Context: an optimization exercise on an open-source flow, tuned for small area, a short achievable clock period and few clock cycles per item. The choices shown serve that exercise and are no tape-out recipe. Where RTL was checked, it was by simulation tests only, not by an equivalence proof against the original.

==> flow/design.v <==
`timescale 1ns/10ps
`default_nettype none
module xbus_filter (
    input  logic        clk,
    input  logic        arst_n,
    input  logic [65:0] in_pkt,
    input  logic [7:0]  pad_value,
    output logic        vec_wr_en,
    output logic [15:0] vec_din,
    input  logic        vec_full,
    output logic        cache_full
);
    logic [1:0]  tag;
    logic        is_head;
    logic        is_body;
    logic [15:0] hx;
    logic [15:0] hy;
    assign tag = in_pkt[65:64];
    assign is_head = tag == 2'd1;
    assign is_body = tag == 2'd2;
    assign hx = in_pkt[15:0];
    assign hy = in_pkt[31:16];
    logic       x_lo;
    logic       x_hi;
    logic       y_lo;
    logic       y_hi;
    logic [7:0] ex;
    logic [7:0] ey;
    assign x_lo = hx[15:3] == '0;
    assign x_hi = hx == 16'hffff;
    assign y_lo = hy[15:3] == '0;
    assign y_hi = hy == 16'hffff;
    always_comb begin
        ex[0] = x_hi;
        ey[0] = y_hi;
        for (int i = 1; i < 8; i++) begin
            ex[i] = x_lo && hx[2:0] == 3'(i - 1);
            ey[i] = y_lo && hy[2:0] == 3'(i - 1);
        end
    end
    logic [5:0] h_colmask;
    logic [5:0] h_rowmask;
    always_comb begin
        for (int c = 0; c < 6; c++) begin
            h_colmask[c] = ex[c] | ex[c + 1] | ex[c + 2];
            h_rowmask[c] = ey[c] | ey[c + 1] | ey[c + 2];
        end
    end
    logic [2:0] h_cv;
    logic [2:0] h_rv;
    always_comb begin
        for (int k = 0; k < 3; k++) begin
            h_cv[k] = 1'b0;
            h_rv[k] = 1'b0;
            for (int i = 0; i < 8; i++) begin
                if (i - 1 + k >= 1 && i - 1 + k <= 6) begin
                    h_cv[k] = h_cv[k] | ex[i];
                    h_rv[k] = h_rv[k] | ey[i];
                end
            end
        end
    end
    logic [1:0] h_base;
    assign h_base = {hy[0], 1'b0} + hx[1:0] + 2'd1;
    function automatic logic [3:0] need_of(input int b, input logic [5:0] rm,
                                           input logic [5:0] cm);
        logic [3:0] n;
        n = '0;
        if (b < 9) begin
            for (int l = 0; l < 4; l++) begin
                n[l] = rm[(4 * b + l) / 6] & cm[(4 * b + l) % 6];
            end
        end
        need_of = n;
    endfunction
    logic [9:0]      ib;            
    logic [5:0]      colmask;
    logic [5:0]      rowmask;
    logic [2:0][3:0] nd;
    logic [3:0]      nd_next;       
    logic [1:0][3:0] nd_head;
    always_comb begin
        nd_next = {4{ib[9] | ib[8] | ib[7]}};
        for (int b = 0; b < 6; b++) begin
            nd_next = nd_next | ({4{ib[b]}} & need_of(b + 3, rowmask, colmask));
        end
        for (int j = 0; j < 2; j++) begin
            nd_head[j] = need_of(j, h_rowmask, h_colmask);
        end
    end
    always_ff @(posedge clk or negedge arst_n) begin
        if (!arst_n) begin
            ib <= 10'b10_0000_0000;
            nd <= {4'b1111, 4'b1111, 4'b0000};
        end else if (is_head) begin
            ib <= 10'b00_0000_0001;
            nd <= {need_of(2, h_rowmask, h_colmask), nd_head};
        end else if (is_body) begin
            ib <= {ib[8:0], 1'b0};
            nd <= {nd_next, nd[2:1]};
        end
    end
    always_ff @(posedge clk) begin
        if (is_head) begin
            colmask <= h_colmask;
            rowmask <= h_rowmask;
        end
    end
    logic [3:0] wr;
    assign wr = is_body ? nd[0] : 4'd0;
    logic [3:0]       wp;
    logic [3:0]       rp;
    logic [3:0]       t1;
    logic [3:0]       t2;
    logic [3:0]       pop;
    logic [3:0][15:0] ent0;
    logic [3:0][15:0] ent1;
    for (genvar l = 0; l < 4; l++) begin : g_lane
        logic [15:0] m0;
        logic [15:0] m1;
        always_ff @(posedge clk or negedge arst_n) begin
            if (!arst_n) begin
                wp[l] <= 1'b0;
                rp[l] <= 1'b0;
                t1[l] <= 1'b0;
                t2[l] <= 1'b0;
            end else begin
                if (wr[l]) wp[l] <= !wp[l];
                if (pop[l]) rp[l] <= !rp[l];
                if (wr[l] && !pop[l]) begin
                    t1[l] <= 1'b1;
                    t2[l] <= t1[l];
                end else if (!wr[l] && pop[l]) begin
                    t1[l] <= t2[l];
                    t2[l] <= 1'b0;
                end
            end
        end
        always_ff @(posedge clk) begin
            if (wr[l] && !wp[l]) m0 <= {in_pkt[8 * (4 + l) +: 8], in_pkt[8 * l +: 8]};
            if (wr[l] && wp[l]) m1 <= {in_pkt[8 * (4 + l) +: 8], in_pkt[8 * l +: 8]};
        end
        assign ent0[l] = m0;
        assign ent1[l] = m1;
    end
    logic       act;
    logic [2:0] okh;
    logic [2:0] okw;
    logic [8:0] opad;
    logic [3:0] lane0;
    logic       pend;
    logic [2:0] prv;
    logic [2:0] pcv;
    logic [1:0] pbase;
    logic [2:0] vfh;
    function automatic logic [3:0] rotl1(input logic [3:0] v);
        rotl1 = {v[2:0], v[3]};
    endfunction
    logic       row_end0;
    logic       lv1;
    logic       lpad0;
    logic       lpad1;
    logic [3:0] lane1;
    assign row_end0 = okw[2];
    assign lv1 = !(okh[2] && okw[2]);
    assign lpad0 = opad[0];
    assign lpad1 = opad[1];
    assign lane1 = row_end0 ? lane0 : rotl1(lane0);
    logic       emit;
    logic       emit_n;
    logic       take;
    logic [8:0] new_pad;
    logic [3:0] new_base;
    logic       act_n;
    logic       pad0_n;
    logic [3:0] lane0_n;
    logic [1:0][3:0] wc;
    logic [1:0][3:0] t1c;
    logic [1:0][3:0] t2c;
    logic [1:0]      emc;
    logic [1:0][3:0] s1c;
    logic [2:0] vfh_n;
    logic       pad1_n;
    logic       row_end0_n;
    logic [3:0] lane1_n;
    logic [3:0] s1_n;
    logic [3:0] s1;             
    assign take = !act || (emit && okh[2] && okw[2]);
    assign pop = (emit && !lpad0) ? lane0 : 4'd0;
    always_comb begin
        act_n = take ? pend : act;
        pad0_n = take ? new_pad[0] : (emit ? opad[1] : opad[0]);
        lane0_n = take ? new_base : (emit ? lane1 : lane0);
        vfh_n = {vfh[1:0], vec_full};
        pad1_n = take ? new_pad[1] : (emit ? opad[2] : opad[1]);
        row_end0_n = take ? 1'b0 : (emit ? okw[1] : okw[2]);
        lane1_n = row_end0_n ? lane0_n : rotl1(lane0_n);
        for (int c = 0; c < 2; c++) begin
            for (int l = 0; l < 4; l++) begin
                wc[c][l] = (c == 1) && nd[0][l];
                t1c[c][l] = (wc[c][l] && !pop[l]) || (t1[l] && !(pop[l] && !wc[c][l]))
                         || (t2[l] && pop[l]);
                t2c[c][l] = (wc[c][l] && !pop[l]) ? t1[l] : (t2[l] && !pop[l]);
            end
            if (take) begin
                emc[c] = pend && (new_pad[0] || (new_base & t1c[c]) != 4'd0);
            end else if (emit) begin
                emc[c] = act && (opad[1] || (lane1 & t1c[c]) != 4'd0);
            end else begin
                emc[c] = act && (opad[0] || (lane0 & t1c[c]) != 4'd0);
            end
            s1c[c] = lane1_n & (row_end0_n && !pad0_n ? t2c[c] : t1c[c]);
        end
        emit_n = (is_body ? emc[1] : emc[0]) && vfh_n != 3'b111;
        s1_n = is_body ? s1c[1] : s1c[0];
    end
    always_comb begin
        for (int kh = 0; kh < 3; kh++) begin
            for (int kw = 0; kw < 3; kw++) begin
                new_pad[kh * 3 + kw] = !(prv[kh] && pcv[kw]);
            end
        end
        new_base = 4'b0001 << pbase;
    end
    always_ff @(posedge clk or negedge arst_n) begin
        if (!arst_n) begin
            act <= 1'b0;
            emit <= 1'b0;
            s1 <= 4'd0;
            pend <= 1'b0;
            vfh <= '0;
            vec_wr_en <= 1'b0;
        end else begin
            vfh <= vfh_n;
            emit <= emit_n;
            s1 <= s1_n;
            vec_wr_en <= emit;
            if (take) begin
                act <= pend;
            end
            if (is_head) begin
                pend <= 1'b1;
            end else if (take) begin
                pend <= 1'b0;
            end
        end
    end
    logic [3:0]  sel0;
    logic [3:0]  sel1;
    logic [15:0] vec_next;
    assign sel0 = lpad0 ? 4'd0 : (lane0 & ~rp);
    assign sel1 = lpad0 ? 4'd0 : (lane0 & rp);
    always_comb begin
        vec_next = {16{lpad0}} & {pad_value, pad_value};
        for (int l = 0; l < 4; l++) begin
            vec_next = vec_next | ({16{sel0[l]}} & ent0[l]) | ({16{sel1[l]}} & ent1[l]);
        end
    end
    always_ff @(posedge clk) begin
        if (take) begin
            okh <= 3'b001;
            okw <= 3'b001;
            opad <= new_pad;
            lane0 <= new_base;
        end else if (emit) begin
            okw <= {okw[1:0], okw[2]};
            if (okw[2]) okh <= {okh[1:0], okh[2]};
            opad <= {1'b1, opad[8:1]};
            lane0 <= lane1;
        end
        if (is_head) begin
            prv <= h_rv;
            pcv <= h_cv;
            pbase <= h_base;
        end
        vec_din <= vec_next;
    end
    logic       cf_prev;        
    logic       ce1;
    logic       go1;            
    logic [3:0] q0;             
    logic [3:0] q1;             
    logic [3:0] nu1;            
    logic [3:0] nu2;            
    logic [3:0] nf1;            
    logic [3:0] nf2;            
    logic [3:0] na;
    logic [3:0] nb;
    logic [3:0] nc;
    logic [3:0] w1;             
    logic [3:0] w2;
    logic [3:0] w3;
    logic       h01;
    logic       h0and1;
    logic [3:0] hw1;
    logic [3:0] hw2;
    logic [3:0] ov;
    logic [3:0] hov;
    logic       cf_n;
    logic       pend_hit;
    always_comb begin
        ce1 = vfh[1:0] != 2'b11;
        go1 = emit && lv1 && ce1 && !lpad1;
        for (int l = 0; l < 4; l++) begin
            q0[l] = pop[l];
            q1[l] = go1 && s1[l];
        end
        nu1 = ~(q0 | q1);
        nu2 = ~(q0 & q1);
        nf1 = t2 & nu1;
        nf2 = t1 & (t2 | nu1) & nu2;
        na = nd[0];
        nb = (cf_prev && cache_full) ? 4'd0 : nd[1];
        nc = (cf_prev || cache_full) ? 4'd0 : nd[2];
        w1 = na | nb | nc;
        w2 = (na & nb) | (na & nc) | (nb & nc);
        w3 = na & nb & nc;
        ov = (w1 & nf1) | (w2 & nf2) | w3;
        h01 = hy[15] || hy[2:0] <= 3'd2;
        h0and1 = hy[2:1] == 2'd0 && !cache_full;
        hw1 = {4{h01}};
        hw2 = {h0and1, h0and1, 2'b00};
        hov = (hw1 & nf1) | (hw2 & nf2);
        pend_hit = pend && (ib[9] || (ib[8] && !(cf_prev && cache_full))
                            || (ib[7] && !cf_prev && !cache_full));
        cf_n = (is_head ? hov != 4'd0 : ov != 4'd0) || pend_hit;
    end
    always_ff @(posedge clk or negedge arst_n) begin
        if (!arst_n) begin
            cache_full <= 1'b0;
            cf_prev <= 1'b0;
        end else begin
            cache_full <= cf_n;
            cf_prev <= cache_full;
        end
    end
endmodule
`default_nettype wire
==> flow/config.mk <==
export PLATFORM = sky130hd
export DESIGN_NAME = xbus_filter
export DESIGN_NICKNAME = xbus_filter
export VERILOG_FILES = /design/flow/design.v
export SDC_FILE = /design/flow/constraint.sdc
export NUM_CORES = 4
export LEC_CHECK = 0
export CAP_MARGIN = 20
export CORE_MARGIN = 2
export CORE_UTILIZATION = 40
export PLACE_DENSITY = 0.7
export SETUP_SLACK_MARGIN = 2.5
export SLEW_MARGIN = 20
==> flow/constraint.sdc <==
create_clock -name core_clock -period 4.5 [get_ports {clk}]
set_input_delay 0.9000 -clock core_clock [delete_from_list [all_inputs] [get_ports {clk}]]
set_output_delay 0.9000 -clock core_clock [all_outputs]
set_load 0.01 [all_outputs]
standard.sh (not shown) runs the stock make flow with config.mk's settings and CLKGATE_MAP_FILE= SYNTH_SCRIPT=/design/flow/synth_recipe.tcl, a recipe that flattens the netlist after the stock synthesis.
==> flow/flow/run.sh <==
#!/bin/bash
# Standard ORFS layout with two changes: the port buffers start as buf_1
# (the resizer still upsizes the ones on critical paths) and CTS uses its own
# clustering and inserts no dummy loads. Each tool's output goes to its own
# log in the work folder.
set -euo pipefail
bash standard.sh \
  'BUFFER_PORTS_ARGS=-buffer_cell sky130_fd_sc_hd__buf_1' \
  'CTS_ARGS=-sink_clustering_enable -repair_clock_nets -dont_use_dummy_load -buf_list sky130_fd_sc_hd__clkbuf_8 -sink_clustering_size 16 -sink_clustering_max_diameter 60' \
  MATCH_CELL_FOOTPRINT=0 \
  finish > make_finish.log 2>&1
Change:
--- a/flow/design.v
+++ b/flow/design.v
@@ -172,15 +172,12 @@
     logic [8:0] new_pad;
     logic [3:0] new_base;
     logic       act_n;
     logic       pad0_n;
     logic [3:0] lane0_n;
-    logic [1:0][3:0] wc;
-    logic [1:0][3:0] t1c;
-    logic [1:0][3:0] t2c;
-    logic [1:0]      emc;
-    logic [1:0][3:0] s1c;
+    logic [3:0] t1_n;
+    logic [3:0] t2_n;
     logic [2:0] vfh_n;
     logic       pad1_n;
     logic       row_end0_n;
     logic [3:0] lane1_n;
     logic [3:0] s1_n;
@@ -189,32 +186,27 @@
     assign pop = (emit && !lpad0) ? lane0 : 4'd0;
     always_comb begin
         act_n = take ? pend : act;
         pad0_n = take ? new_pad[0] : (emit ? opad[1] : opad[0]);
         lane0_n = take ? new_base : (emit ? lane1 : lane0);
+        for (int l = 0; l < 4; l++) begin
+            t1_n[l] = (wr[l] && !pop[l]) || (t1[l] && !(pop[l] && !wr[l])) || (t2[l] && pop[l]);
+            t2_n[l] = (wr[l] && !pop[l]) ? t1[l] : (t2[l] && !pop[l]);
+        end
         vfh_n = {vfh[1:0], vec_full};
+        if (take) begin
+            emit_n = pend && (new_pad[0] || (new_base & (wr | (pop & t2) | (~pop & t1))) != 4'd0);
+        end else if (emit) begin
+            emit_n = opad[1] || s1 != 4'd0 || (lane1 & wr) != 4'd0;
+        end else begin
+            emit_n = act && (opad[0] || (lane0 & (t1 | wr)) != 4'd0);
+        end
+        emit_n = emit_n && vfh_n != 3'b111;
         pad1_n = take ? new_pad[1] : (emit ? opad[2] : opad[1]);
         row_end0_n = take ? 1'b0 : (emit ? okw[1] : okw[2]);
         lane1_n = row_end0_n ? lane0_n : rotl1(lane0_n);
-        for (int c = 0; c < 2; c++) begin
-            for (int l = 0; l < 4; l++) begin
-                wc[c][l] = (c == 1) && nd[0][l];
-                t1c[c][l] = (wc[c][l] && !pop[l]) || (t1[l] && !(pop[l] && !wc[c][l]))
-                         || (t2[l] && pop[l]);
-                t2c[c][l] = (wc[c][l] && !pop[l]) ? t1[l] : (t2[l] && !pop[l]);
-            end
-            if (take) begin
-                emc[c] = pend && (new_pad[0] || (new_base & t1c[c]) != 4'd0);
-            end else if (emit) begin
-                emc[c] = act && (opad[1] || (lane1 & t1c[c]) != 4'd0);
-            end else begin
-                emc[c] = act && (opad[0] || (lane0 & t1c[c]) != 4'd0);
-            end
-            s1c[c] = lane1_n & (row_end0_n && !pad0_n ? t2c[c] : t1c[c]);
-        end
-        emit_n = (is_body ? emc[1] : emc[0]) && vfh_n != 3'b111;
-        s1_n = is_body ? s1c[1] : s1c[0];
+        s1_n = lane1_n & (row_end0_n && !pad0_n ? t2_n : t1_n);
     end
     always_comb begin
         for (int kh = 0; kh < 3; kh++) begin
             for (int kw = 0; kw < 3; kw++) begin
                 new_pad[kh * 3 + kw] = !(prv[kh] && pcv[kw]);
Effect:
- The changed run finished with timing, DRC and antenna clean
- fmax is higher by 12%
- count of clock-buffer cells in the layout stays the same
- worst setup slack is better by 230 ps
- non-clock buffer count is lower by 24
- die area is lower by 2.5%
- hold slack is better by 99 ps
- via count is lower by 6.1%
- global-route usage is lower by 0.85 points
- routed wire length is lower by 7.3%
- cell area is lower by about 4.4%
- clock skew hardly moves
Testbench counts after the change, summed over its fixed seeds: cycles 4,179, windows 384.
No functional check of the RTL was part of the first run of this note.

[what the ideal ports hide]
No port has a modelled driver above. Below, the same layouts with a new extraction and two added sets of constraints.
Step 1 (the two cells are an assumption about what drives the block):
set clk [get_ports {clk}]
set_driving_cell -lib_cell sky130_fd_sc_hd__clkbuf_16 $clk
set_driving_cell -lib_cell sky130_fd_sc_hd__buf_2 [delete_from_list [all_inputs] $clk]
Step 2 times the ports against the registers' clock, not the clock port: input delays grow and output delays shrink by t, the midpoint of the rising clock arrivals with the driver on.
a / b / c = ideal / step 1 / step 2; a / b = the first two.
| run | t (ns) | setup slack, ns | worst slew at a driven data input, ns | cell pins on the clock port's net |
|---|---|---|---|---|
| the first run | 0.540 | 2.330 / 2.330 / 1.976 | 0.07 | 1 |
| the second run | 0.528 | 2.555 / 2.513 / 2.039 | 0.05 | 1 |
After both steps setup and hold are still met in every run listed. For the second run, which loses most, drivers alone change the setup slack by -0.042 ns; drivers and shift together by -0.516 ns.
